Source: an optimization exercise on an open RTL-to-GDS flow (aim: small area and a short achievable clock period). Production flows keep margins and buffers that such runs may drop.
No functional check of the RTL was part of any run shown here.

--- design.v ---
module mul_div_unit #(
    parameter int WIDTH   = 32,
    parameter int MUL_LAT = 5,
    parameter int DIV_LAT = 10
) (
    input  logic             clk,
    input  logic             reset,
    input  logic             start,
    input  logic [2:0]       op,
    input  logic [WIDTH-1:0] a,
    input  logic [WIDTH-1:0] b,
    input  logic             flush,
    output logic             busy,
    output logic             done,
    output logic [WIDTH-1:0] hi,
    output logic [WIDTH-1:0] lo
);
    logic [31:0] x;
    logic [33:0] ph;
    logic [31:0] pl;
    logic        f_div, f_sgn, neg_a;
    logic [3:0]  cnt;
    logic        m_last, d_first, d_last;    
    logic [34:0] xs;              
    logic        d_neg;           
    assign d_neg = f_sgn & x[31];
    assign xs    = {{3{d_neg}}, x};
    logic [34:0] ain [0:4];
    logic [34:0] pp  [0:3];
    logic [34:0] sum [0:3];
    logic [3:0]  qb;
    logic [3:0]  c_one, c_two, c_neg;
    assign ain[0] = {ph[33], ph};
    for (genvar k = 0; k < 4; k++) begin : g_row
        assign pp[k] = (({35{c_one[k]}} & xs) | ({35{c_two[k]}} & {xs[33:0], 1'b0}))
                     ^ {35{c_neg[k]}};
        logic co_unused;
        if (k < 1) begin : g_fast
            add35_ks u_add (.a(ain[k]), .b(pp[k]), .ci(c_neg[k]), .s(sum[k]), .co(co_unused));
        end else begin : g_small
            add35_bk u_add (.a(ain[k]), .b(pp[k]), .ci(c_neg[k]), .s(sum[k]), .co(co_unused));
        end
        assign qb[k] = ~sum[k][34];
        logic s_m, s_q, s_r;
        assign s_m = ~f_div;
        assign s_q = f_div & qb[k];
        assign s_r = f_div & ~qb[k];
        assign ain[k+1] = ({35{s_m}} & {{2{sum[k][34]}}, sum[k][34:2]})
                        | ({35{s_q}} & {2'b00, sum[k][31:0], pl[30-k]})
                        | ({35{s_r}} & {2'b00, ain[k][31:0], pl[30-k]});
    end
    function automatic logic [2:0] booth(input logic [2:0] t);    
        booth[2] = t[1] ^ t[0];
        booth[1] = (t[2] & ~t[1] & ~t[0]) | (~t[2] & t[1] & t[0]);
        booth[0] = t[2];
    endfunction
    logic [8:0]  nb;              
    logic        n_div, n_dneg;
    always_comb begin
        if (!busy) begin
            nb     = {a[7:0], 1'b0};
            n_div  = op[1];
            n_dneg = ~op[0] & b[31];
        end else begin
            nb     = (cnt == 4'd3) ? {6'd0, neg_a, neg_a, pl[7]} : pl[15:7];
            n_div  = f_div;
            n_dneg = d_neg;
        end
    end
    always_ff @(posedge clk) begin
        for (int k = 0; k < 4; k++) begin
            logic [2:0] bc;
            bc = n_div ? {2'b10, ~n_dneg} : booth(nb[2*k +: 3]);
            c_one[k] <= bc[2];
            c_two[k] <= bc[1];
            c_neg[k] <= bc[0];
        end
    end
    function automatic logic [31:0] cneg(input logic [31:0] v, input logic en);
        logic [31:0] below;
        below[0] = 1'b0;
        for (int i = 1; i < 32; i++) below[i] = below[i-1] | v[i-1];
        cneg = v ^ ({32{en}} & below);
    endfunction
    logic [31:0] pl_abs;
    logic        neg_q, bz;
    assign pl_abs = cneg(pl, neg_a);
    assign neg_q = neg_a ^ d_neg;
    assign bz    = (x == 32'd0);
    logic last;
    assign last = f_div ? d_last : m_last;
    always_ff @(posedge clk) begin
        if (!busy) begin
            x     <= b;
            ph    <= '0;
            pl    <= a;
            f_div <= op[1];
            f_sgn <= ~op[0];
            neg_a <= ~op[0] & a[31];
            cnt     <= '0;
            m_last  <= 1'b0;
            d_first <= 1'b1;
            d_last  <= 1'b0;
        end else begin
            cnt     <= cnt + 4'd1;
            m_last  <= (cnt == 4'd3);
            d_first <= 1'b0;
            d_last  <= (cnt == 4'd8);
            if (!f_div) begin
                ph <= ain[4][33:0];
                pl <= {sum[3][1:0], sum[2][1:0], sum[1][1:0], sum[0][1:0], pl[31:8]};
            end else if (d_first) begin
                ph <= {33'd0, pl_abs[31]};
                pl <= pl_abs;
            end else begin
                ph <= ain[4][33:0];
                pl <= {pl[27:0], qb[0], qb[1], qb[2], qb[3]};
            end
        end
    end
    always_ff @(posedge clk or posedge reset) begin
        if (reset) begin
            busy <= 1'b0;
            done <= 1'b0;
            hi   <= '0;
            lo   <= '0;
        end else begin
            done <= 1'b0;
            if (!busy) begin
                if (start && !flush) begin
                    if (!op[2]) busy <= 1'b1;
                    else if (op[1:0] == 2'b00) hi <= a;
                    else if (op[1:0] == 2'b01) lo <= a;
                end
            end else if (flush) begin
                busy <= 1'b0;
            end else if (last) begin
                busy <= 1'b0;
                done <= 1'b1;
                if (!f_div) begin
                    hi <= sum[0][31:0];
                    lo <= pl;
                end else begin
                    hi <= cneg(ph[32:1], neg_a);
                    lo <= bz ? 32'hFFFF_FFFF : cneg(pl, neg_q);
                end
            end
        end
    end
endmodule
module add35_ks (input logic [34:0] a, input logic [34:0] b, input logic ci,
    output logic [34:0] s, output logic co);
    logic [34:0] p, g;
    assign p = a ^ b;
    assign g = a & b;
    logic G_0_0;
    assign G_0_0 = ci;
    logic G_1_1, P_1_1;
    assign G_1_1 = g[0];
    assign P_1_1 = p[0];
    logic G_2_2, P_2_2;
    assign G_2_2 = g[1];
    assign P_2_2 = p[1];
    logic G_3_3, P_3_3;
    assign G_3_3 = g[2];
    assign P_3_3 = p[2];
    logic G_4_4, P_4_4;
    assign G_4_4 = g[3];
    assign P_4_4 = p[3];
    logic G_5_5, P_5_5;
    assign G_5_5 = g[4];
    assign P_5_5 = p[4];
    logic G_6_6, P_6_6;
    assign G_6_6 = g[5];
    assign P_6_6 = p[5];
    logic G_7_7, P_7_7;
    assign G_7_7 = g[6];
    assign P_7_7 = p[6];
    logic G_8_8, P_8_8;
    assign G_8_8 = g[7];
    assign P_8_8 = p[7];
    logic G_9_9, P_9_9;
    assign G_9_9 = g[8];
    assign P_9_9 = p[8];
    logic G_10_10, P_10_10;
    assign G_10_10 = g[9];
    assign P_10_10 = p[9];
    logic G_11_11, P_11_11;
    assign G_11_11 = g[10];
    assign P_11_11 = p[10];
    logic G_12_12, P_12_12;
    assign G_12_12 = g[11];
    assign P_12_12 = p[11];
    logic G_13_13, P_13_13;
    assign G_13_13 = g[12];
    assign P_13_13 = p[12];
    logic G_14_14, P_14_14;
    assign G_14_14 = g[13];
    assign P_14_14 = p[13];
    logic G_15_15, P_15_15;
    assign G_15_15 = g[14];
    assign P_15_15 = p[14];
    logic G_16_16, P_16_16;
    assign G_16_16 = g[15];
    assign P_16_16 = p[15];
    logic G_17_17, P_17_17;
    assign G_17_17 = g[16];
    assign P_17_17 = p[16];
    logic G_18_18, P_18_18;
    assign G_18_18 = g[17];
    assign P_18_18 = p[17];
    logic G_19_19, P_19_19;
    assign G_19_19 = g[18];
    assign P_19_19 = p[18];
    logic G_20_20, P_20_20;
    assign G_20_20 = g[19];
    assign P_20_20 = p[19];
    logic G_21_21, P_21_21;
    assign G_21_21 = g[20];
    assign P_21_21 = p[20];
    logic G_22_22, P_22_22;
    assign G_22_22 = g[21];
    assign P_22_22 = p[21];
    logic G_23_23, P_23_23;
    assign G_23_23 = g[22];
    assign P_23_23 = p[22];
    logic G_24_24, P_24_24;
    assign G_24_24 = g[23];
    assign P_24_24 = p[23];
    logic G_25_25, P_25_25;
    assign G_25_25 = g[24];
    assign P_25_25 = p[24];
    logic G_26_26, P_26_26;
    assign G_26_26 = g[25];
    assign P_26_26 = p[25];
    logic G_27_27, P_27_27;
    assign G_27_27 = g[26];
    assign P_27_27 = p[26];
    logic G_28_28, P_28_28;
    assign G_28_28 = g[27];
    assign P_28_28 = p[27];
    logic G_29_29, P_29_29;
    assign G_29_29 = g[28];
    assign P_29_29 = p[28];
    logic G_30_30, P_30_30;
    assign G_30_30 = g[29];
    assign P_30_30 = p[29];
    logic G_31_31, P_31_31;
    assign G_31_31 = g[30];
    assign P_31_31 = p[30];
    logic G_32_32, P_32_32;
    assign G_32_32 = g[31];
    assign P_32_32 = p[31];
    logic G_33_33, P_33_33;
    assign G_33_33 = g[32];
    assign P_33_33 = p[32];
    logic G_34_34, P_34_34;
    assign G_34_34 = g[33];
    assign P_34_34 = p[33];
    logic G_35_35, P_35_35;
    assign G_35_35 = g[34];
    assign P_35_35 = p[34];
    logic G_35_34;
    assign G_35_34 = G_35_35 | (P_35_35 & G_34_34);
    logic P_35_34;
    assign P_35_34 = P_35_35 & P_34_34;
    logic G_34_33;
    assign G_34_33 = G_34_34 | (P_34_34 & G_33_33);
    logic P_34_33;
    assign P_34_33 = P_34_34 & P_33_33;
    logic G_33_32;
    assign G_33_32 = G_33_33 | (P_33_33 & G_32_32);
    logic P_33_32;
    assign P_33_32 = P_33_33 & P_32_32;
    logic G_32_31;
    assign G_32_31 = G_32_32 | (P_32_32 & G_31_31);
    logic P_32_31;
    assign P_32_31 = P_32_32 & P_31_31;
    logic G_31_30;
    assign G_31_30 = G_31_31 | (P_31_31 & G_30_30);
    logic P_31_30;
    assign P_31_30 = P_31_31 & P_30_30;
    logic G_30_29;
    assign G_30_29 = G_30_30 | (P_30_30 & G_29_29);
    logic P_30_29;
    assign P_30_29 = P_30_30 & P_29_29;
    logic G_29_28;
    assign G_29_28 = G_29_29 | (P_29_29 & G_28_28);
    logic P_29_28;
    assign P_29_28 = P_29_29 & P_28_28;
    logic G_28_27;
    assign G_28_27 = G_28_28 | (P_28_28 & G_27_27);
    logic P_28_27;
    assign P_28_27 = P_28_28 & P_27_27;
    logic G_27_26;
    assign G_27_26 = G_27_27 | (P_27_27 & G_26_26);
    logic P_27_26;
    assign P_27_26 = P_27_27 & P_26_26;
    logic G_26_25;
    assign G_26_25 = G_26_26 | (P_26_26 & G_25_25);
    logic P_26_25;
    assign P_26_25 = P_26_26 & P_25_25;
    logic G_25_24;
    assign G_25_24 = G_25_25 | (P_25_25 & G_24_24);
    logic P_25_24;
    assign P_25_24 = P_25_25 & P_24_24;
    logic G_24_23;
    assign G_24_23 = G_24_24 | (P_24_24 & G_23_23);
    logic P_24_23;
    assign P_24_23 = P_24_24 & P_23_23;
    logic G_23_22;
    assign G_23_22 = G_23_23 | (P_23_23 & G_22_22);
    logic P_23_22;
    assign P_23_22 = P_23_23 & P_22_22;
    logic G_22_21;
    assign G_22_21 = G_22_22 | (P_22_22 & G_21_21);
    logic P_22_21;
    assign P_22_21 = P_22_22 & P_21_21;
    logic G_21_20;
    assign G_21_20 = G_21_21 | (P_21_21 & G_20_20);
    logic P_21_20;
    assign P_21_20 = P_21_21 & P_20_20;
    logic G_20_19;
    assign G_20_19 = G_20_20 | (P_20_20 & G_19_19);
    logic P_20_19;
    assign P_20_19 = P_20_20 & P_19_19;
    logic G_19_18;
    assign G_19_18 = G_19_19 | (P_19_19 & G_18_18);
    logic P_19_18;
    assign P_19_18 = P_19_19 & P_18_18;
    logic G_18_17;
    assign G_18_17 = G_18_18 | (P_18_18 & G_17_17);
    logic P_18_17;
    assign P_18_17 = P_18_18 & P_17_17;
    logic G_17_16;
    assign G_17_16 = G_17_17 | (P_17_17 & G_16_16);
    logic P_17_16;
    assign P_17_16 = P_17_17 & P_16_16;
    logic G_16_15;
    assign G_16_15 = G_16_16 | (P_16_16 & G_15_15);
    logic P_16_15;
    assign P_16_15 = P_16_16 & P_15_15;
    logic G_15_14;
    assign G_15_14 = G_15_15 | (P_15_15 & G_14_14);
    logic P_15_14;
    assign P_15_14 = P_15_15 & P_14_14;
    logic G_14_13;
    assign G_14_13 = G_14_14 | (P_14_14 & G_13_13);
    logic P_14_13;
    assign P_14_13 = P_14_14 & P_13_13;
    logic G_13_12;
    assign G_13_12 = G_13_13 | (P_13_13 & G_12_12);
    logic P_13_12;
    assign P_13_12 = P_13_13 & P_12_12;
    logic G_12_11;
    assign G_12_11 = G_12_12 | (P_12_12 & G_11_11);
    logic P_12_11;
    assign P_12_11 = P_12_12 & P_11_11;
    logic G_11_10;
    assign G_11_10 = G_11_11 | (P_11_11 & G_10_10);
    logic P_11_10;
    assign P_11_10 = P_11_11 & P_10_10;
    logic G_10_9;
    assign G_10_9 = G_10_10 | (P_10_10 & G_9_9);
    logic P_10_9;
    assign P_10_9 = P_10_10 & P_9_9;
    logic G_9_8;
    assign G_9_8 = G_9_9 | (P_9_9 & G_8_8);
    logic P_9_8;
    assign P_9_8 = P_9_9 & P_8_8;
    logic G_8_7;
    assign G_8_7 = G_8_8 | (P_8_8 & G_7_7);
    logic P_8_7;
    assign P_8_7 = P_8_8 & P_7_7;
    logic G_7_6;
    assign G_7_6 = G_7_7 | (P_7_7 & G_6_6);
    logic P_7_6;
    assign P_7_6 = P_7_7 & P_6_6;
    logic G_6_5;
    assign G_6_5 = G_6_6 | (P_6_6 & G_5_5);
    logic P_6_5;
    assign P_6_5 = P_6_6 & P_5_5;
    logic G_5_4;
    assign G_5_4 = G_5_5 | (P_5_5 & G_4_4);
    logic P_5_4;
    assign P_5_4 = P_5_5 & P_4_4;
    logic G_4_3;
    assign G_4_3 = G_4_4 | (P_4_4 & G_3_3);
    logic P_4_3;
    assign P_4_3 = P_4_4 & P_3_3;
    logic G_3_2;
    assign G_3_2 = G_3_3 | (P_3_3 & G_2_2);
    logic P_3_2;
    assign P_3_2 = P_3_3 & P_2_2;
    logic G_2_1;
    assign G_2_1 = G_2_2 | (P_2_2 & G_1_1);
    logic P_2_1;
    assign P_2_1 = P_2_2 & P_1_1;
    logic G_1_0;
    assign G_1_0 = G_1_1 | (P_1_1 & G_0_0);
    logic G_35_32;
    assign G_35_32 = G_35_34 | (P_35_34 & G_33_32);
    logic P_35_32;
    assign P_35_32 = P_35_34 & P_33_32;
    logic G_34_31;
    assign G_34_31 = G_34_33 | (P_34_33 & G_32_31);
    logic P_34_31;
    assign P_34_31 = P_34_33 & P_32_31;
    logic G_33_30;
    assign G_33_30 = G_33_32 | (P_33_32 & G_31_30);
    logic P_33_30;
    assign P_33_30 = P_33_32 & P_31_30;
    logic G_32_29;
    assign G_32_29 = G_32_31 | (P_32_31 & G_30_29);
    logic P_32_29;
    assign P_32_29 = P_32_31 & P_30_29;
    logic G_31_28;
    assign G_31_28 = G_31_30 | (P_31_30 & G_29_28);
    logic P_31_28;
    assign P_31_28 = P_31_30 & P_29_28;
    logic G_30_27;
    assign G_30_27 = G_30_29 | (P_30_29 & G_28_27);
    logic P_30_27;
    assign P_30_27 = P_30_29 & P_28_27;
    logic G_29_26;
    assign G_29_26 = G_29_28 | (P_29_28 & G_27_26);
    logic P_29_26;
    assign P_29_26 = P_29_28 & P_27_26;
    logic G_28_25;
    assign G_28_25 = G_28_27 | (P_28_27 & G_26_25);
    logic P_28_25;
    assign P_28_25 = P_28_27 & P_26_25;
    logic G_27_24;
    assign G_27_24 = G_27_26 | (P_27_26 & G_25_24);
    logic P_27_24;
    assign P_27_24 = P_27_26 & P_25_24;
    logic G_26_23;
    assign G_26_23 = G_26_25 | (P_26_25 & G_24_23);
    logic P_26_23;
    assign P_26_23 = P_26_25 & P_24_23;
    logic G_25_22;
    assign G_25_22 = G_25_24 | (P_25_24 & G_23_22);
    logic P_25_22;
    assign P_25_22 = P_25_24 & P_23_22;
    logic G_24_21;
    assign G_24_21 = G_24_23 | (P_24_23 & G_22_21);
    logic P_24_21;
    assign P_24_21 = P_24_23 & P_22_21;
    logic G_23_20;
    assign G_23_20 = G_23_22 | (P_23_22 & G_21_20);
    logic P_23_20;
    assign P_23_20 = P_23_22 & P_21_20;
    logic G_22_19;
    assign G_22_19 = G_22_21 | (P_22_21 & G_20_19);
    logic P_22_19;
    assign P_22_19 = P_22_21 & P_20_19;
    logic G_21_18;
    assign G_21_18 = G_21_20 | (P_21_20 & G_19_18);
    logic P_21_18;
    assign P_21_18 = P_21_20 & P_19_18;
    logic G_20_17;
    assign G_20_17 = G_20_19 | (P_20_19 & G_18_17);
    logic P_20_17;
    assign P_20_17 = P_20_19 & P_18_17;
    logic G_19_16;
    assign G_19_16 = G_19_18 | (P_19_18 & G_17_16);
    logic P_19_16;
    assign P_19_16 = P_19_18 & P_17_16;
    logic G_18_15;
    assign G_18_15 = G_18_17 | (P_18_17 & G_16_15);
    logic P_18_15;
    assign P_18_15 = P_18_17 & P_16_15;
    logic G_17_14;
    assign G_17_14 = G_17_16 | (P_17_16 & G_15_14);
    logic P_17_14;
    assign P_17_14 = P_17_16 & P_15_14;
    logic G_16_13;
    assign G_16_13 = G_16_15 | (P_16_15 & G_14_13);
    logic P_16_13;
    assign P_16_13 = P_16_15 & P_14_13;
    logic G_15_12;
    assign G_15_12 = G_15_14 | (P_15_14 & G_13_12);
    logic P_15_12;
    assign P_15_12 = P_15_14 & P_13_12;
    logic G_14_11;
    assign G_14_11 = G_14_13 | (P_14_13 & G_12_11);
    logic P_14_11;
    assign P_14_11 = P_14_13 & P_12_11;
    logic G_13_10;
    assign G_13_10 = G_13_12 | (P_13_12 & G_11_10);
    logic P_13_10;
    assign P_13_10 = P_13_12 & P_11_10;
    logic G_12_9;
    assign G_12_9 = G_12_11 | (P_12_11 & G_10_9);
    logic P_12_9;
    assign P_12_9 = P_12_11 & P_10_9;
    logic G_11_8;
    assign G_11_8 = G_11_10 | (P_11_10 & G_9_8);
    logic P_11_8;
    assign P_11_8 = P_11_10 & P_9_8;
    logic G_10_7;
    assign G_10_7 = G_10_9 | (P_10_9 & G_8_7);
    logic P_10_7;
    assign P_10_7 = P_10_9 & P_8_7;
    logic G_9_6;
    assign G_9_6 = G_9_8 | (P_9_8 & G_7_6);
    logic P_9_6;
    assign P_9_6 = P_9_8 & P_7_6;
    logic G_8_5;
    assign G_8_5 = G_8_7 | (P_8_7 & G_6_5);
    logic P_8_5;
    assign P_8_5 = P_8_7 & P_6_5;
    logic G_7_4;
    assign G_7_4 = G_7_6 | (P_7_6 & G_5_4);
    logic P_7_4;
    assign P_7_4 = P_7_6 & P_5_4;
    logic G_6_3;
    assign G_6_3 = G_6_5 | (P_6_5 & G_4_3);
    logic P_6_3;
    assign P_6_3 = P_6_5 & P_4_3;
    logic G_5_2;
    assign G_5_2 = G_5_4 | (P_5_4 & G_3_2);
    logic P_5_2;
    assign P_5_2 = P_5_4 & P_3_2;
    logic G_4_1;
    assign G_4_1 = G_4_3 | (P_4_3 & G_2_1);
    logic P_4_1;
    assign P_4_1 = P_4_3 & P_2_1;
    logic G_3_0;
    assign G_3_0 = G_3_2 | (P_3_2 & G_1_0);
    logic G_2_0;
    assign G_2_0 = G_2_1 | (P_2_1 & G_0_0);
    logic G_35_28;
    assign G_35_28 = G_35_32 | (P_35_32 & G_31_28);
    logic P_35_28;
    assign P_35_28 = P_35_32 & P_31_28;
    logic G_34_27;
    assign G_34_27 = G_34_31 | (P_34_31 & G_30_27);
    logic P_34_27;
    assign P_34_27 = P_34_31 & P_30_27;
    logic G_33_26;
    assign G_33_26 = G_33_30 | (P_33_30 & G_29_26);
    logic P_33_26;
    assign P_33_26 = P_33_30 & P_29_26;
    logic G_32_25;
    assign G_32_25 = G_32_29 | (P_32_29 & G_28_25);
    logic P_32_25;
    assign P_32_25 = P_32_29 & P_28_25;
    logic G_31_24;
    assign G_31_24 = G_31_28 | (P_31_28 & G_27_24);
    logic P_31_24;
    assign P_31_24 = P_31_28 & P_27_24;
    logic G_30_23;
    assign G_30_23 = G_30_27 | (P_30_27 & G_26_23);
    logic P_30_23;
    assign P_30_23 = P_30_27 & P_26_23;
    logic G_29_22;
    assign G_29_22 = G_29_26 | (P_29_26 & G_25_22);
    logic P_29_22;
    assign P_29_22 = P_29_26 & P_25_22;
    logic G_28_21;
    assign G_28_21 = G_28_25 | (P_28_25 & G_24_21);
    logic P_28_21;
    assign P_28_21 = P_28_25 & P_24_21;
    logic G_27_20;
    assign G_27_20 = G_27_24 | (P_27_24 & G_23_20);
    logic P_27_20;
    assign P_27_20 = P_27_24 & P_23_20;
    logic G_26_19;
    assign G_26_19 = G_26_23 | (P_26_23 & G_22_19);
    logic P_26_19;
    assign P_26_19 = P_26_23 & P_22_19;
    logic G_25_18;
    assign G_25_18 = G_25_22 | (P_25_22 & G_21_18);
    logic P_25_18;
    assign P_25_18 = P_25_22 & P_21_18;
    logic G_24_17;
    assign G_24_17 = G_24_21 | (P_24_21 & G_20_17);
    logic P_24_17;
    assign P_24_17 = P_24_21 & P_20_17;
    logic G_23_16;
    assign G_23_16 = G_23_20 | (P_23_20 & G_19_16);
    logic P_23_16;
    assign P_23_16 = P_23_20 & P_19_16;
    logic G_22_15;
    assign G_22_15 = G_22_19 | (P_22_19 & G_18_15);
    logic P_22_15;
    assign P_22_15 = P_22_19 & P_18_15;
    logic G_21_14;
    assign G_21_14 = G_21_18 | (P_21_18 & G_17_14);
    logic P_21_14;
    assign P_21_14 = P_21_18 & P_17_14;
    logic G_20_13;
    assign G_20_13 = G_20_17 | (P_20_17 & G_16_13);
    logic P_20_13;
    assign P_20_13 = P_20_17 & P_16_13;
    logic G_19_12;
    assign G_19_12 = G_19_16 | (P_19_16 & G_15_12);
    logic P_19_12;
    assign P_19_12 = P_19_16 & P_15_12;
    logic G_18_11;
    assign G_18_11 = G_18_15 | (P_18_15 & G_14_11);
    logic P_18_11;
    assign P_18_11 = P_18_15 & P_14_11;
    logic G_17_10;
    assign G_17_10 = G_17_14 | (P_17_14 & G_13_10);
    logic P_17_10;
    assign P_17_10 = P_17_14 & P_13_10;
    logic G_16_9;
    assign G_16_9 = G_16_13 | (P_16_13 & G_12_9);
    logic P_16_9;
    assign P_16_9 = P_16_13 & P_12_9;
    logic G_15_8;
    assign G_15_8 = G_15_12 | (P_15_12 & G_11_8);
    logic P_15_8;
    assign P_15_8 = P_15_12 & P_11_8;
    logic G_14_7;
    assign G_14_7 = G_14_11 | (P_14_11 & G_10_7);
    logic P_14_7;
    assign P_14_7 = P_14_11 & P_10_7;
    logic G_13_6;
    assign G_13_6 = G_13_10 | (P_13_10 & G_9_6);
    logic P_13_6;
    assign P_13_6 = P_13_10 & P_9_6;
    logic G_12_5;
    assign G_12_5 = G_12_9 | (P_12_9 & G_8_5);
    logic P_12_5;
    assign P_12_5 = P_12_9 & P_8_5;
    logic G_11_4;
    assign G_11_4 = G_11_8 | (P_11_8 & G_7_4);
    logic P_11_4;
    assign P_11_4 = P_11_8 & P_7_4;
    logic G_10_3;
    assign G_10_3 = G_10_7 | (P_10_7 & G_6_3);
    logic P_10_3;
    assign P_10_3 = P_10_7 & P_6_3;
    logic G_9_2;
    assign G_9_2 = G_9_6 | (P_9_6 & G_5_2);
    logic P_9_2;
    assign P_9_2 = P_9_6 & P_5_2;
    logic G_8_1;
    assign G_8_1 = G_8_5 | (P_8_5 & G_4_1);
    logic P_8_1;
    assign P_8_1 = P_8_5 & P_4_1;
    logic G_7_0;
    assign G_7_0 = G_7_4 | (P_7_4 & G_3_0);
    logic G_6_0;
    assign G_6_0 = G_6_3 | (P_6_3 & G_2_0);
    logic G_5_0;
    assign G_5_0 = G_5_2 | (P_5_2 & G_1_0);
    logic G_4_0;
    assign G_4_0 = G_4_1 | (P_4_1 & G_0_0);
    logic G_35_20;
    assign G_35_20 = G_35_28 | (P_35_28 & G_27_20);
    logic P_35_20;
    assign P_35_20 = P_35_28 & P_27_20;
    logic G_34_19;
    assign G_34_19 = G_34_27 | (P_34_27 & G_26_19);
    logic P_34_19;
    assign P_34_19 = P_34_27 & P_26_19;
    logic G_33_18;
    assign G_33_18 = G_33_26 | (P_33_26 & G_25_18);
    logic P_33_18;
    assign P_33_18 = P_33_26 & P_25_18;
    logic G_32_17;
    assign G_32_17 = G_32_25 | (P_32_25 & G_24_17);
    logic P_32_17;
    assign P_32_17 = P_32_25 & P_24_17;
    logic G_31_16;
    assign G_31_16 = G_31_24 | (P_31_24 & G_23_16);
    logic P_31_16;
    assign P_31_16 = P_31_24 & P_23_16;
    logic G_30_15;
    assign G_30_15 = G_30_23 | (P_30_23 & G_22_15);
    logic P_30_15;
    assign P_30_15 = P_30_23 & P_22_15;
    logic G_29_14;
    assign G_29_14 = G_29_22 | (P_29_22 & G_21_14);
    logic P_29_14;
    assign P_29_14 = P_29_22 & P_21_14;
    logic G_28_13;
    assign G_28_13 = G_28_21 | (P_28_21 & G_20_13);
    logic P_28_13;
    assign P_28_13 = P_28_21 & P_20_13;
    logic G_27_12;
    assign G_27_12 = G_27_20 | (P_27_20 & G_19_12);
    logic P_27_12;
    assign P_27_12 = P_27_20 & P_19_12;
    logic G_26_11;
    assign G_26_11 = G_26_19 | (P_26_19 & G_18_11);
    logic P_26_11;
    assign P_26_11 = P_26_19 & P_18_11;
    logic G_25_10;
    assign G_25_10 = G_25_18 | (P_25_18 & G_17_10);
    logic P_25_10;
    assign P_25_10 = P_25_18 & P_17_10;
    logic G_24_9;
    assign G_24_9 = G_24_17 | (P_24_17 & G_16_9);
    logic P_24_9;
    assign P_24_9 = P_24_17 & P_16_9;
    logic G_23_8;
    assign G_23_8 = G_23_16 | (P_23_16 & G_15_8);
    logic P_23_8;
    assign P_23_8 = P_23_16 & P_15_8;
    logic G_22_7;
    assign G_22_7 = G_22_15 | (P_22_15 & G_14_7);
    logic P_22_7;
    assign P_22_7 = P_22_15 & P_14_7;
    logic G_21_6;
    assign G_21_6 = G_21_14 | (P_21_14 & G_13_6);
    logic P_21_6;
    assign P_21_6 = P_21_14 & P_13_6;
    logic G_20_5;
    assign G_20_5 = G_20_13 | (P_20_13 & G_12_5);
    logic P_20_5;
    assign P_20_5 = P_20_13 & P_12_5;
    logic G_19_4;
    assign G_19_4 = G_19_12 | (P_19_12 & G_11_4);
    logic P_19_4;
    assign P_19_4 = P_19_12 & P_11_4;
    logic G_18_3;
    assign G_18_3 = G_18_11 | (P_18_11 & G_10_3);
    logic P_18_3;
    assign P_18_3 = P_18_11 & P_10_3;
    logic G_17_2;
    assign G_17_2 = G_17_10 | (P_17_10 & G_9_2);
    logic P_17_2;
    assign P_17_2 = P_17_10 & P_9_2;
    logic G_16_1;
    assign G_16_1 = G_16_9 | (P_16_9 & G_8_1);
    logic P_16_1;
    assign P_16_1 = P_16_9 & P_8_1;
    logic G_15_0;
    assign G_15_0 = G_15_8 | (P_15_8 & G_7_0);
    logic G_14_0;
    assign G_14_0 = G_14_7 | (P_14_7 & G_6_0);
    logic G_13_0;
    assign G_13_0 = G_13_6 | (P_13_6 & G_5_0);
    logic G_12_0;
    assign G_12_0 = G_12_5 | (P_12_5 & G_4_0);
    logic G_11_0;
    assign G_11_0 = G_11_4 | (P_11_4 & G_3_0);
    logic G_10_0;
    assign G_10_0 = G_10_3 | (P_10_3 & G_2_0);
    logic G_9_0;
    assign G_9_0 = G_9_2 | (P_9_2 & G_1_0);
    logic G_8_0;
    assign G_8_0 = G_8_1 | (P_8_1 & G_0_0);
    logic G_35_4;
    assign G_35_4 = G_35_20 | (P_35_20 & G_19_4);
    logic P_35_4;
    assign P_35_4 = P_35_20 & P_19_4;
    logic G_34_3;
    assign G_34_3 = G_34_19 | (P_34_19 & G_18_3);
    logic P_34_3;
    assign P_34_3 = P_34_19 & P_18_3;
    logic G_33_2;
    assign G_33_2 = G_33_18 | (P_33_18 & G_17_2);
    logic P_33_2;
    assign P_33_2 = P_33_18 & P_17_2;
    logic G_32_1;
    assign G_32_1 = G_32_17 | (P_32_17 & G_16_1);
    logic P_32_1;
    assign P_32_1 = P_32_17 & P_16_1;
    logic G_31_0;
    assign G_31_0 = G_31_16 | (P_31_16 & G_15_0);
    logic G_30_0;
    assign G_30_0 = G_30_15 | (P_30_15 & G_14_0);
    logic G_29_0;
    assign G_29_0 = G_29_14 | (P_29_14 & G_13_0);
    logic G_28_0;
    assign G_28_0 = G_28_13 | (P_28_13 & G_12_0);
    logic G_27_0;
    assign G_27_0 = G_27_12 | (P_27_12 & G_11_0);
    logic G_26_0;
    assign G_26_0 = G_26_11 | (P_26_11 & G_10_0);
    logic G_25_0;
    assign G_25_0 = G_25_10 | (P_25_10 & G_9_0);
    logic G_24_0;
    assign G_24_0 = G_24_9 | (P_24_9 & G_8_0);
    logic G_23_0;
    assign G_23_0 = G_23_8 | (P_23_8 & G_7_0);
    logic G_22_0;
    assign G_22_0 = G_22_7 | (P_22_7 & G_6_0);
    logic G_21_0;
    assign G_21_0 = G_21_6 | (P_21_6 & G_5_0);
    logic G_20_0;
    assign G_20_0 = G_20_5 | (P_20_5 & G_4_0);
    logic G_19_0;
    assign G_19_0 = G_19_4 | (P_19_4 & G_3_0);
    logic G_18_0;
    assign G_18_0 = G_18_3 | (P_18_3 & G_2_0);
    logic G_17_0;
    assign G_17_0 = G_17_2 | (P_17_2 & G_1_0);
    logic G_16_0;
    assign G_16_0 = G_16_1 | (P_16_1 & G_0_0);
    logic G_35_0;
    assign G_35_0 = G_35_4 | (P_35_4 & G_3_0);
    logic G_34_0;
    assign G_34_0 = G_34_3 | (P_34_3 & G_2_0);
    logic G_33_0;
    assign G_33_0 = G_33_2 | (P_33_2 & G_1_0);
    logic G_32_0;
    assign G_32_0 = G_32_1 | (P_32_1 & G_0_0);
    assign s[0] = p[0] ^ G_0_0;
    assign s[1] = p[1] ^ G_1_0;
    assign s[2] = p[2] ^ G_2_0;
    assign s[3] = p[3] ^ G_3_0;
    assign s[4] = p[4] ^ G_4_0;
    assign s[5] = p[5] ^ G_5_0;
    assign s[6] = p[6] ^ G_6_0;
    assign s[7] = p[7] ^ G_7_0;
    assign s[8] = p[8] ^ G_8_0;
    assign s[9] = p[9] ^ G_9_0;
    assign s[10] = p[10] ^ G_10_0;
    assign s[11] = p[11] ^ G_11_0;
    assign s[12] = p[12] ^ G_12_0;
    assign s[13] = p[13] ^ G_13_0;
    assign s[14] = p[14] ^ G_14_0;
    assign s[15] = p[15] ^ G_15_0;
    assign s[16] = p[16] ^ G_16_0;
    assign s[17] = p[17] ^ G_17_0;
    assign s[18] = p[18] ^ G_18_0;
    assign s[19] = p[19] ^ G_19_0;
    assign s[20] = p[20] ^ G_20_0;
    assign s[21] = p[21] ^ G_21_0;
    assign s[22] = p[22] ^ G_22_0;
    assign s[23] = p[23] ^ G_23_0;
    assign s[24] = p[24] ^ G_24_0;
    assign s[25] = p[25] ^ G_25_0;
    assign s[26] = p[26] ^ G_26_0;
    assign s[27] = p[27] ^ G_27_0;
    assign s[28] = p[28] ^ G_28_0;
    assign s[29] = p[29] ^ G_29_0;
    assign s[30] = p[30] ^ G_30_0;
    assign s[31] = p[31] ^ G_31_0;
    assign s[32] = p[32] ^ G_32_0;
    assign s[33] = p[33] ^ G_33_0;
    assign s[34] = p[34] ^ G_34_0;
    assign co = G_35_0;
endmodule
module add35_bk (input logic [34:0] a, input logic [34:0] b, input logic ci,
    output logic [34:0] s, output logic co);
    logic [34:0] p, g;
    assign p = a ^ b;
    assign g = a & b;
    logic G_0_0;
    assign G_0_0 = ci;
    logic G_1_1, P_1_1;
    assign G_1_1 = g[0];
    assign P_1_1 = p[0];
    logic G_2_2, P_2_2;
    assign G_2_2 = g[1];
    assign P_2_2 = p[1];
    logic G_3_3, P_3_3;
    assign G_3_3 = g[2];
    assign P_3_3 = p[2];
    logic G_4_4, P_4_4;
    assign G_4_4 = g[3];
    assign P_4_4 = p[3];
    logic G_5_5, P_5_5;
    assign G_5_5 = g[4];
    assign P_5_5 = p[4];
    logic G_6_6, P_6_6;
    assign G_6_6 = g[5];
    assign P_6_6 = p[5];
    logic G_7_7, P_7_7;
    assign G_7_7 = g[6];
    assign P_7_7 = p[6];
    logic G_8_8, P_8_8;
    assign G_8_8 = g[7];
    assign P_8_8 = p[7];
    logic G_9_9, P_9_9;
    assign G_9_9 = g[8];
    assign P_9_9 = p[8];
    logic G_10_10, P_10_10;
    assign G_10_10 = g[9];
    assign P_10_10 = p[9];
    logic G_11_11, P_11_11;
    assign G_11_11 = g[10];
    assign P_11_11 = p[10];
    logic G_12_12, P_12_12;
    assign G_12_12 = g[11];
    assign P_12_12 = p[11];
    logic G_13_13, P_13_13;
    assign G_13_13 = g[12];
    assign P_13_13 = p[12];
    logic G_14_14, P_14_14;
    assign G_14_14 = g[13];
    assign P_14_14 = p[13];
    logic G_15_15, P_15_15;
    assign G_15_15 = g[14];
    assign P_15_15 = p[14];
    logic G_16_16, P_16_16;
    assign G_16_16 = g[15];
    assign P_16_16 = p[15];
    logic G_17_17, P_17_17;
    assign G_17_17 = g[16];
    assign P_17_17 = p[16];
    logic G_18_18, P_18_18;
    assign G_18_18 = g[17];
    assign P_18_18 = p[17];
    logic G_19_19, P_19_19;
    assign G_19_19 = g[18];
    assign P_19_19 = p[18];
    logic G_20_20, P_20_20;
    assign G_20_20 = g[19];
    assign P_20_20 = p[19];
    logic G_21_21, P_21_21;
    assign G_21_21 = g[20];
    assign P_21_21 = p[20];
    logic G_22_22, P_22_22;
    assign G_22_22 = g[21];
    assign P_22_22 = p[21];
    logic G_23_23, P_23_23;
    assign G_23_23 = g[22];
    assign P_23_23 = p[22];
    logic G_24_24, P_24_24;
    assign G_24_24 = g[23];
    assign P_24_24 = p[23];
    logic G_25_25, P_25_25;
    assign G_25_25 = g[24];
    assign P_25_25 = p[24];
    logic G_26_26, P_26_26;
    assign G_26_26 = g[25];
    assign P_26_26 = p[25];
    logic G_27_27, P_27_27;
    assign G_27_27 = g[26];
    assign P_27_27 = p[26];
    logic G_28_28, P_28_28;
    assign G_28_28 = g[27];
    assign P_28_28 = p[27];
    logic G_29_29, P_29_29;
    assign G_29_29 = g[28];
    assign P_29_29 = p[28];
    logic G_30_30, P_30_30;
    assign G_30_30 = g[29];
    assign P_30_30 = p[29];
    logic G_31_31, P_31_31;
    assign G_31_31 = g[30];
    assign P_31_31 = p[30];
    logic G_32_32, P_32_32;
    assign G_32_32 = g[31];
    assign P_32_32 = p[31];
    logic G_33_33, P_33_33;
    assign G_33_33 = g[32];
    assign P_33_33 = p[32];
    logic G_34_34, P_34_34;
    assign G_34_34 = g[33];
    assign P_34_34 = p[33];
    logic G_35_35, P_35_35;
    assign G_35_35 = g[34];
    assign P_35_35 = p[34];
    logic G_1_0;
    assign G_1_0 = G_1_1 | (P_1_1 & G_0_0);
    logic G_3_2;
    assign G_3_2 = G_3_3 | (P_3_3 & G_2_2);
    logic P_3_2;
    assign P_3_2 = P_3_3 & P_2_2;
    logic G_5_4;
    assign G_5_4 = G_5_5 | (P_5_5 & G_4_4);
    logic P_5_4;
    assign P_5_4 = P_5_5 & P_4_4;
    logic G_7_6;
    assign G_7_6 = G_7_7 | (P_7_7 & G_6_6);
    logic P_7_6;
    assign P_7_6 = P_7_7 & P_6_6;
    logic G_9_8;
    assign G_9_8 = G_9_9 | (P_9_9 & G_8_8);
    logic P_9_8;
    assign P_9_8 = P_9_9 & P_8_8;
    logic G_11_10;
    assign G_11_10 = G_11_11 | (P_11_11 & G_10_10);
    logic P_11_10;
    assign P_11_10 = P_11_11 & P_10_10;
    logic G_13_12;
    assign G_13_12 = G_13_13 | (P_13_13 & G_12_12);
    logic P_13_12;
    assign P_13_12 = P_13_13 & P_12_12;
    logic G_15_14;
    assign G_15_14 = G_15_15 | (P_15_15 & G_14_14);
    logic P_15_14;
    assign P_15_14 = P_15_15 & P_14_14;
    logic G_17_16;
    assign G_17_16 = G_17_17 | (P_17_17 & G_16_16);
    logic P_17_16;
    assign P_17_16 = P_17_17 & P_16_16;
    logic G_19_18;
    assign G_19_18 = G_19_19 | (P_19_19 & G_18_18);
    logic P_19_18;
    assign P_19_18 = P_19_19 & P_18_18;
    logic G_21_20;
    assign G_21_20 = G_21_21 | (P_21_21 & G_20_20);
    logic P_21_20;
    assign P_21_20 = P_21_21 & P_20_20;
    logic G_23_22;
    assign G_23_22 = G_23_23 | (P_23_23 & G_22_22);
    logic P_23_22;
    assign P_23_22 = P_23_23 & P_22_22;
    logic G_25_24;
    assign G_25_24 = G_25_25 | (P_25_25 & G_24_24);
    logic P_25_24;
    assign P_25_24 = P_25_25 & P_24_24;
    logic G_27_26;
    assign G_27_26 = G_27_27 | (P_27_27 & G_26_26);
    logic P_27_26;
    assign P_27_26 = P_27_27 & P_26_26;
    logic G_29_28;
    assign G_29_28 = G_29_29 | (P_29_29 & G_28_28);
    logic P_29_28;
    assign P_29_28 = P_29_29 & P_28_28;
    logic G_31_30;
    assign G_31_30 = G_31_31 | (P_31_31 & G_30_30);
    logic P_31_30;
    assign P_31_30 = P_31_31 & P_30_30;
    logic G_33_32;
    assign G_33_32 = G_33_33 | (P_33_33 & G_32_32);
    logic P_33_32;
    assign P_33_32 = P_33_33 & P_32_32;
    logic G_35_34;
    assign G_35_34 = G_35_35 | (P_35_35 & G_34_34);
    logic P_35_34;
    assign P_35_34 = P_35_35 & P_34_34;
    logic G_3_0;
    assign G_3_0 = G_3_2 | (P_3_2 & G_1_0);
    logic G_7_4;
    assign G_7_4 = G_7_6 | (P_7_6 & G_5_4);
    logic P_7_4;
    assign P_7_4 = P_7_6 & P_5_4;
    logic G_11_8;
    assign G_11_8 = G_11_10 | (P_11_10 & G_9_8);
    logic P_11_8;
    assign P_11_8 = P_11_10 & P_9_8;
    logic G_15_12;
    assign G_15_12 = G_15_14 | (P_15_14 & G_13_12);
    logic P_15_12;
    assign P_15_12 = P_15_14 & P_13_12;
    logic G_19_16;
    assign G_19_16 = G_19_18 | (P_19_18 & G_17_16);
    logic P_19_16;
    assign P_19_16 = P_19_18 & P_17_16;
    logic G_23_20;
    assign G_23_20 = G_23_22 | (P_23_22 & G_21_20);
    logic P_23_20;
    assign P_23_20 = P_23_22 & P_21_20;
    logic G_27_24;
    assign G_27_24 = G_27_26 | (P_27_26 & G_25_24);
    logic P_27_24;
    assign P_27_24 = P_27_26 & P_25_24;
    logic G_31_28;
    assign G_31_28 = G_31_30 | (P_31_30 & G_29_28);
    logic P_31_28;
    assign P_31_28 = P_31_30 & P_29_28;
    logic G_35_32;
    assign G_35_32 = G_35_34 | (P_35_34 & G_33_32);
    logic P_35_32;
    assign P_35_32 = P_35_34 & P_33_32;
    logic G_7_0;
    assign G_7_0 = G_7_4 | (P_7_4 & G_3_0);
    logic G_15_8;
    assign G_15_8 = G_15_12 | (P_15_12 & G_11_8);
    logic P_15_8;
    assign P_15_8 = P_15_12 & P_11_8;
    logic G_23_16;
    assign G_23_16 = G_23_20 | (P_23_20 & G_19_16);
    logic P_23_16;
    assign P_23_16 = P_23_20 & P_19_16;
    logic G_31_24;
    assign G_31_24 = G_31_28 | (P_31_28 & G_27_24);
    logic P_31_24;
    assign P_31_24 = P_31_28 & P_27_24;
    logic G_15_0;
    assign G_15_0 = G_15_8 | (P_15_8 & G_7_0);
    logic G_31_16;
    assign G_31_16 = G_31_24 | (P_31_24 & G_23_16);
    logic P_31_16;
    assign P_31_16 = P_31_24 & P_23_16;
    logic G_31_0;
    assign G_31_0 = G_31_16 | (P_31_16 & G_15_0);
    logic G_23_0;
    assign G_23_0 = G_23_16 | (P_23_16 & G_15_0);
    logic G_11_0;
    assign G_11_0 = G_11_8 | (P_11_8 & G_7_0);
    logic G_19_0;
    assign G_19_0 = G_19_16 | (P_19_16 & G_15_0);
    logic G_27_0;
    assign G_27_0 = G_27_24 | (P_27_24 & G_23_0);
    logic G_35_0;
    assign G_35_0 = G_35_32 | (P_35_32 & G_31_0);
    logic G_5_0;
    assign G_5_0 = G_5_4 | (P_5_4 & G_3_0);
    logic G_9_0;
    assign G_9_0 = G_9_8 | (P_9_8 & G_7_0);
    logic G_13_0;
    assign G_13_0 = G_13_12 | (P_13_12 & G_11_0);
    logic G_17_0;
    assign G_17_0 = G_17_16 | (P_17_16 & G_15_0);
    logic G_21_0;
    assign G_21_0 = G_21_20 | (P_21_20 & G_19_0);
    logic G_25_0;
    assign G_25_0 = G_25_24 | (P_25_24 & G_23_0);
    logic G_29_0;
    assign G_29_0 = G_29_28 | (P_29_28 & G_27_0);
    logic G_33_0;
    assign G_33_0 = G_33_32 | (P_33_32 & G_31_0);
    logic G_2_0;
    assign G_2_0 = G_2_2 | (P_2_2 & G_1_0);
    logic G_4_0;
    assign G_4_0 = G_4_4 | (P_4_4 & G_3_0);
    logic G_6_0;
    assign G_6_0 = G_6_6 | (P_6_6 & G_5_0);
    logic G_8_0;
    assign G_8_0 = G_8_8 | (P_8_8 & G_7_0);
    logic G_10_0;
    assign G_10_0 = G_10_10 | (P_10_10 & G_9_0);
    logic G_12_0;
    assign G_12_0 = G_12_12 | (P_12_12 & G_11_0);
    logic G_14_0;
    assign G_14_0 = G_14_14 | (P_14_14 & G_13_0);
    logic G_16_0;
    assign G_16_0 = G_16_16 | (P_16_16 & G_15_0);
    logic G_18_0;
    assign G_18_0 = G_18_18 | (P_18_18 & G_17_0);
    logic G_20_0;
    assign G_20_0 = G_20_20 | (P_20_20 & G_19_0);
    logic G_22_0;
    assign G_22_0 = G_22_22 | (P_22_22 & G_21_0);
    logic G_24_0;
    assign G_24_0 = G_24_24 | (P_24_24 & G_23_0);
    logic G_26_0;
    assign G_26_0 = G_26_26 | (P_26_26 & G_25_0);
    logic G_28_0;
    assign G_28_0 = G_28_28 | (P_28_28 & G_27_0);
    logic G_30_0;
    assign G_30_0 = G_30_30 | (P_30_30 & G_29_0);
    logic G_32_0;
    assign G_32_0 = G_32_32 | (P_32_32 & G_31_0);
    logic G_34_0;
    assign G_34_0 = G_34_34 | (P_34_34 & G_33_0);
    assign s[0] = p[0] ^ G_0_0;
    assign s[1] = p[1] ^ G_1_0;
    assign s[2] = p[2] ^ G_2_0;
    assign s[3] = p[3] ^ G_3_0;
    assign s[4] = p[4] ^ G_4_0;
    assign s[5] = p[5] ^ G_5_0;
    assign s[6] = p[6] ^ G_6_0;
    assign s[7] = p[7] ^ G_7_0;
    assign s[8] = p[8] ^ G_8_0;
    assign s[9] = p[9] ^ G_9_0;
    assign s[10] = p[10] ^ G_10_0;
    assign s[11] = p[11] ^ G_11_0;
    assign s[12] = p[12] ^ G_12_0;
    assign s[13] = p[13] ^ G_13_0;
    assign s[14] = p[14] ^ G_14_0;
    assign s[15] = p[15] ^ G_15_0;
    assign s[16] = p[16] ^ G_16_0;
    assign s[17] = p[17] ^ G_17_0;
    assign s[18] = p[18] ^ G_18_0;
    assign s[19] = p[19] ^ G_19_0;
    assign s[20] = p[20] ^ G_20_0;
    assign s[21] = p[21] ^ G_21_0;
    assign s[22] = p[22] ^ G_22_0;
    assign s[23] = p[23] ^ G_23_0;
    assign s[24] = p[24] ^ G_24_0;
    assign s[25] = p[25] ^ G_25_0;
    assign s[26] = p[26] ^ G_26_0;
    assign s[27] = p[27] ^ G_27_0;
    assign s[28] = p[28] ^ G_28_0;
    assign s[29] = p[29] ^ G_29_0;
    assign s[30] = p[30] ^ G_30_0;
    assign s[31] = p[31] ^ G_31_0;
    assign s[32] = p[32] ^ G_32_0;
    assign s[33] = p[33] ^ G_33_0;
    assign s[34] = p[34] ^ G_34_0;
    assign co = G_35_0;
endmodule
--- run.sh ---
#!/bin/bash
# synth_recipe.tcl (not shown) runs the flow's synth.tcl, then flattens the netlist and writes it again
# the make line also repeats each setting of config.mk as NAME=value (left out here)
make -C /OpenROAD-flow-scripts/flow DESIGN_CONFIG=/design/flow/config.mk WORK_HOME=/design/flow/orfs CLKGATE_MAP_FILE= SYNTH_SCRIPT=/design/flow/synth_recipe.tcl finish
--- config.mk ---
export PLATFORM = sky130hd
export DESIGN_NAME = mul_div_unit
export DESIGN_NICKNAME = mul_div_unit
export VERILOG_FILES = /design/flow/design.v
export SDC_FILE = /design/flow/constraint.sdc
export NUM_CORES = 4
export LEC_CHECK = 0
export ABC_AREA = 1
export CAP_MARGIN = 20
export CORE_MARGIN = 2
export CORE_UTILIZATION = 40
export SLEW_MARGIN = 20
--- constraint.sdc ---
create_clock -name core_clock -period 90.0 [get_ports {clk}]
set_input_delay 18.0000 -clock core_clock [delete_from_list [all_inputs] [get_ports {clk}]]
set_output_delay 18.0000 -clock core_clock [all_outputs]
set_load 0.01 [all_outputs]
==> results.json, run 1 <==
{
  "rows": 81,
  "top_layer": "met4",
  "wl_met1_um": 32900,
  "crit_path_cell_trace": "clkdlybuf4s50_1",
  "synth_edf_count": 35,
  "avgSynthCellArea_um2": 7.06,
  "clk_transition_reported_paths_ns": 0.07,
  "critical_path_buf_inv_count": 1,
  "hold_viol": 0,
  "holdWs_ns": 0.468,
  "cts_buffer_depth": 2,
  "max_slew_margin": 0.279,
  "cpLargestDelayFamily": "flip-flops",
  "yosys.area.top_type_share": 0.102,
  "path_class": "flop to primary output",
  "insertion_delay_ns": 0.51,
  "final.min_clock_period_ns": 19.84,
  "seqCellArea_um2": 4410,
  "antenna_found_initial": 2,
  "grt_usage": 0.286,
  "die_x_um": 225,
  "grt_pass1_wl_um": 111000,
  "critPathMaxStageDelay_ns": 0.72,
  "viasPerCell": 5.84,
  "final_net_count": 3061,
  "netlist_area_um2": 19600,
  "cpMaxStageDelayCell": "dfrtp_4",
  "htreeDepth": 4,
  "cap_violations": 0,
  "cts_hold_buf": 0,
  "multiInputGateArea_um2": 13300,
  "synth_common_cells": "nand2_1 (530), inv_1 (326), nor2_1 (195), xor2_1 (187), a21oi_1 (183)",
  "syn_inst": 2770,
  "wl_per_cell_um": 21.1,
  "dr_wl_met3_um": 6510,
  "yosys.area.top_type": "nand2_1",
  "worstSetupStartpointType": "flop",
  "io_pins": 137,
  "ant_nets": 0,
  "synth.distinct_cells": 54,
  "cts_tree": "built",
  "num_antenna_cells": 0,
  "grt_max_degree": 67,
  "gp_congestion": 0.939,
  "rsz0062_at_grt": "no",
  "start_util": 0.402,
  "fin_area_um2": 21900,
  "dpl.cell_count": 3410,
  "placed_cell_area_um2": 21300,
  "core-area_um2": 48600,
  "routed_wl_um": 72500,
  "synth_seq_cells": 186,
  "synth.most_common_cell": "nand2_1",
  "drv_slew": 0,
  "path_max_fanout": 44,
  "ctsResizeCount": 0,
  "met2_length_um": 30700,
  "hpwl_um": 55900,
  "end_kind": "primary output",
  "portBuffers": 136,
  "hp-class": "flop to flop",
  "fmax_mhz": 50.4,
  "root_buffer": "clkbuf_16",
  "yosys_warnings": 6,
  "globalRouteOverflowTotal": 0,
  "ys_dominant_reg_cell": "dfxtp_1",
  "cts_sinks": 186,
  "period_share": 0.220,
  "post_cts_buffers": 0,
  "drive_above_1_share": 0.0365,
  "syn_nets": 3024,
  "worst_slew_pin_slew_ns": 1.08,
  "cp.arrival_ns": 1.84,
  "num_vias": 20113,
  "seq_area_frac_synth": 0.225,
  "drt-initial-drc-count": 2153,
  "numCtsBuffers": 17,
  "grt_pass1_vias": 19023,
  "required_ns": 72.00,
  "syn2layout_area_growth_pct": 11.8,
  "setup_viol": 0,
  "drt_pass1_iterations": 6,
  "fillers": 5056,
  "die_area_um2": 50700,
  "setup_tns_ns": 0,
  "async_flop_share": 0.355,
  "status": "complete, no violations",
  "drc": 0,
  "stdcell_count": 3442,
  "worst_clock_skew_ns": 0.0165,
  "die_h_um": 225,
  "synth_area_leaders": "nand2_1 (10%), dfxtp_1 (8.7%), dfrtp_1 (8.4%)"
}
logic make-up after synthesis:
group | Yosys count | share of synthesized area
xor+xnor | 221 | 0.0989
simple gates | 963 | 0.213
fa+ha+maj | 183 | 0.137
compound gates | 738 | 0.230
buf+inv | 479 | 0.0962
flops | 186 | 0.225
cell usage in the layout (no fill, tap or decap), types with 8 or more instances in the layout:
master / n
nand2_1: 530
inv_1: 321
nor2_1: 193
xor2_1: 187
a21oi_1: 183
o21ai_0: 152
o22ai_1: 144
nand3_1: 139
clkdlybuf4s50_1: 136
ha_1: 132
dfxtp_1: 83
a31oi_1: 76
dfrtp_1: 65
fa_1: 51
nor3_1: 38
edfxtp_1: 35
xnor2_1: 34
o211ai_1: 34
o221ai_1: 32
o31ai_1: 29
a21o_1: 26
buf_4: 23
clkbuf_16: 18
nand4_1: 16
a22o_1: 16
o21bai_1: 11
nor2_4: 10
clkinv_1: 10
o21a_1: 8
layout make-up:
type,instances,area share
clock buffer,18,0.0206
clock inverter,14,0.00686
inverter,338,0.0581
multi-input combinational,2105,0.607
sequential,186,0.202
tap,622,0.0356
timing repair buffer,159,0.0701
per-stage QoR:
stage / utilization / worst slack [ns]
2_1_floorplan: - / 70.35
3_3_place_gp: 0.438 / 69.92
3_5_place_dp: 0.438 / 69.82
4_1_cts: 0.450 / 70.12
5_1_grt: 0.450 / 70.06
6_report: 0.450 / 70.16
flip-flops by register name (all words and copies together), names as in the netlist, 4 cells and up:
| name | cells |
|---|---|
| lo | 32 |
| hi | 32 |
| pl | 32 |
| ph | 34 |
| c_two | 4 |
| c_one | 4 |
| cnt | 4 |
| x | 32 |
| c_neg | 4 |
per-layer routing:
layer	track usage	vias to the layer above
met5	0	-
met4	0.103	0
met3	0.0617	113
met1	0.402	9551
met2	0.431	901
li1	-	9548
path summary, 6_finish.rpt:
path | start | end | slack, ns | depth (start not counted)
worst min-delay path | cnt[0]$_SDFF_PN0_ | cnt[0]$_SDFF_PN0_ | 0.47 | 1
worst max register to register | c_neg[0]$_DFF_P_ | ph[25]$_SDFF_PN0_ | 71.90 | 71
worst min register to register | cnt[0]$_SDFF_PN0_ | cnt[0]$_SDFF_PN0_ | 0.47 | 1
min in group asynchronous | reset | lo[8]$_DFFE_PP0P_ | 18.08 | 3
worst max-delay path | busy$_DFF_PP0_ | busy | 70.16 | 1
max in group asynchronous | reset | busy$_DFF_PP0_ | 71.25 | 3
==> run 2: changes to the inputs <==
==> flow/run.sh (new file) <==
#!/bin/bash
# The standard layout (standard synthesis included), with the port
# buffers made from the smallest plain buffer instead of the default cell.
set -euo pipefail
bash standard.sh BUFFER_PORTS_ARGS="-buffer_cell sky130_fd_sc_hd__buf_1" finish > standard.log 2>&1
==> standard.sh (new file) <==
#!/bin/bash
# synth_recipe.tcl (not shown) runs the flow's synth.tcl, then flattens the netlist and writes it again
# the make line also repeats each setting of config.mk as NAME=value (left out here)
make -C /OpenROAD-flow-scripts/flow DESIGN_CONFIG=/design/flow/config.mk WORK_HOME=/design/flow/orfs CLKGATE_MAP_FILE= SYNTH_SCRIPT=/design/flow/synth_recipe.tcl "${@:-finish}"
removed: run.sh
==> results.json, run 2 <==
{
  "path_class": "flop to primary output",
  "met2_usage": 0.430,
  "drv_slew": 0,
  "critical_path_buf_inv_count": 1,
  "final_common_cell": "nand2_1",
  "cts_hold_buf": 0,
  "grt_max_degree": 77,
  "start_util": 0.402,
  "rsz0062_at_grt": "no",
  "routed_wl_um": 71700,
  "crit_path_cell_trace": "buf_1",
  "post_cts_buffers": 0,
  "root_buffer": "clkbuf_16",
  "path_max_fanout": 49,
  "required_ns": 72.00,
  "setup_tns_ns": 0,
  "num_vias": 20166,
  "netlist_area_um2": 19600,
  "antenna_found_initial": 0,
  "ctsResizeCount": 0,
  "portBuffers": 136,
  "yosys.area.top_type_share": 0.102,
  "hpwl_um": 55200,
  "num_antenna_cells": 0,
  "clk_transition_reported_paths_ns": 0.08,
  "grt_pass1_vias": 18919,
  "yosys.area.top_type": "nand2_1",
  "synth_seq_cells": 186,
  "syn_nets": 3024,
  "status": "complete, no violations",
  "cts_sinks": 186,
  "final_net_count": 3064,
  "max_slew_margin": 0.300,
  "grt_util_met1": 0.409,
  "seq_area_frac_synth": 0.225,
  "yosys_warnings": 6,
  "critPathMaxStageDelay_ns": 0.77,
  "synth_area_leaders": "nand2_1 (10%), dfxtp_1 (8.7%), dfrtp_1 (8.4%)",
  "async_flop_share": 0.355,
  "synth_common_cells": "nand2_1 (530), inv_1 (326), nor2_1 (195), xor2_1 (187), a21oi_1 (183)",
  "hold_viol": 0,
  "gp_congestion": 0.947,
  "finalWorstSetupSlack_ns": 70.52,
  "io_pins": 137,
  "die_area_um2": 50700,
  "drive_above_1_share": 0.0372,
  "numCtsBuffers": 17,
  "setup_viol": 0,
  "cp.arrival_ns": 1.48,
  "layout_common_cells": "nand2_1 (530), inv_1 (321), nor2_1 (193), xor2_1 (187), a21oi_1 (183)",
  "worst_slew_pin_slew_ns": 1.04,
  "cap_violations": 0,
  "synth_edf_count": 35,
  "holdWs_ns": 0.474,
  "wl_per_cell_um": 20.8,
  "end_kind": "primary output",
  "synth.most_common_cell": "nand2_1",
  "drt_pass1_iterations": 5,
  "final.min_clock_period_ns": 19.48,
  "grt_usage": 0.282,
  "hp-class": "flop to flop",
  "globalRouteOverflowTotal": 0,
  "core-area_um2": 48600,
  "die_x_um": 225,
  "worst_clock_skew_ns": 0.0251,
  "cpLargestDelayFamily": "flip-flops",
  "reg2reg_slack_ns": 72.51,
  "cts_tree": "built",
  "viasPerCell": 5.85,
  "cts_buffer_depth": 2,
  "syn_inst": 2770,
  "die_h_um": 225,
  "insertion_delay_ns": 0.51,
  "avgSynthCellArea_um2": 7.06,
  "synth.distinct_cells": 54,
  "rows": 81,
  "period_share": 0.216,
  "ys_dominant_reg_cell": "dfxtp_1",
  "largest_register_ff_count": 34,
  "grt_pass1_wl_um": 110000,
  "dp_slack_ns": 70.24,
  "drc": 0,
  "top_usage_layer": "met2",
  "largest-register": "ph",
  "htreeDepth": 4,
  "drt-initial-drc-count": 2293,
  "syn2layout_area_growth_pct": 7.68,
  "ant_nets": 0,
  "use_met3": 0.0424,
  "cpMaxStageDelayCell": "dfrtp_4",
  "worstSetupStartpointType": "flop",
  "fmax_mhz": 51.3
}
run 2: cell families after synthesis:
family	Yosys count	share of synthesized area
and+or+nand+nor	963	0.213
AOI/OAI and AO/OA	738	0.230
buffers and inverters	479	0.0962
xor gates and xnor gates	221	0.0989
DFF	186	0.225
adders and majority gates	183	0.137
run 2: metal layers:
layer | vias up | part of all wire
li1 | 9555 | -
met1 | 9644 | 0.47
met2 | 870 | 0.43
met3 | 97 | 0.075
met4 | 0 | 0.026
met5 | - | 0
run 2: final timing paths:
check	start	end	cells past startpoint
max	busy$_DFF_PP0_	busy	1
min	cnt[0]$_SDFF_PN0_	cnt[0]$_SDFF_PN0_	1
max reg2reg	c_one[0]$_SDFF_PP1_	ph[25]$_SDFF_PN0_	72
min reg2reg	cnt[0]$_SDFF_PN0_	cnt[0]$_SDFF_PN0_	1
max in group asynchronous	reset	busy$_DFF_PP0_	3
min in group asynchronous	reset	lo[13]$_DFFE_PP0P_	3
run 2: worst register-to-register path: cells and delay by family, from the launching register on:
kind,cells,cell delay (ns)
compound gates,25,5.79
xor+xnor,2,0.73
fa+ha+maj,7,3.11
buf+inv,10,3.22
flops,1,0.36
simple gates,28,4.09
run 2: area by class of cell:
cell class	count	area [um^2]
fillers	5082	27600
clock buffers	17	425
repair buffers	162	713
multi-input cells	2105	13300
clock inverters	15	183
inverters	338	1270
flip-flops and latches	186	4410
well taps	622	778
run 2: through the flow:
step,utilization,cells,area [um^2]
after floorplan,-,2770,19600
after global placement,0.420,3412,20400
after detailed placement,0.421,3413,20500
after CTS,0.433,3445,21100
after global routing,0.433,3445,21100
final,0.433,3445,21100

[re-timing with driven ports]
In the flow no input, the clock included, has a driving cell. The finished layouts below were timed again as built, in two steps.
Step 1, drivers: a clkbuf_16 drives clk and a buf_2 each remaining input, both assumed.
Step 2 also shifts input and output timing later by t, the mid clock arrival at the registers, as if the neighbouring blocks saw the same clock.
Slacks: no drivers / after step 1 / after step 2; pairs: no drivers / after step 1.
run	shift t [ns]	setup slack, ns	clock arrival spread, ns	pins driven straight from the clock port
run 1	0.556	70.155 / 70.102 / 69.765	0.017 / 0.016	1
run 2	0.554	70.517 / 70.462 / 70.238	0.025 / 0.025	1
After both steps setup and hold are still met in every run listed. The setup slack of run 1, which loses most, moves by -0.053 ns with the drivers and by -0.390 ns with both steps.
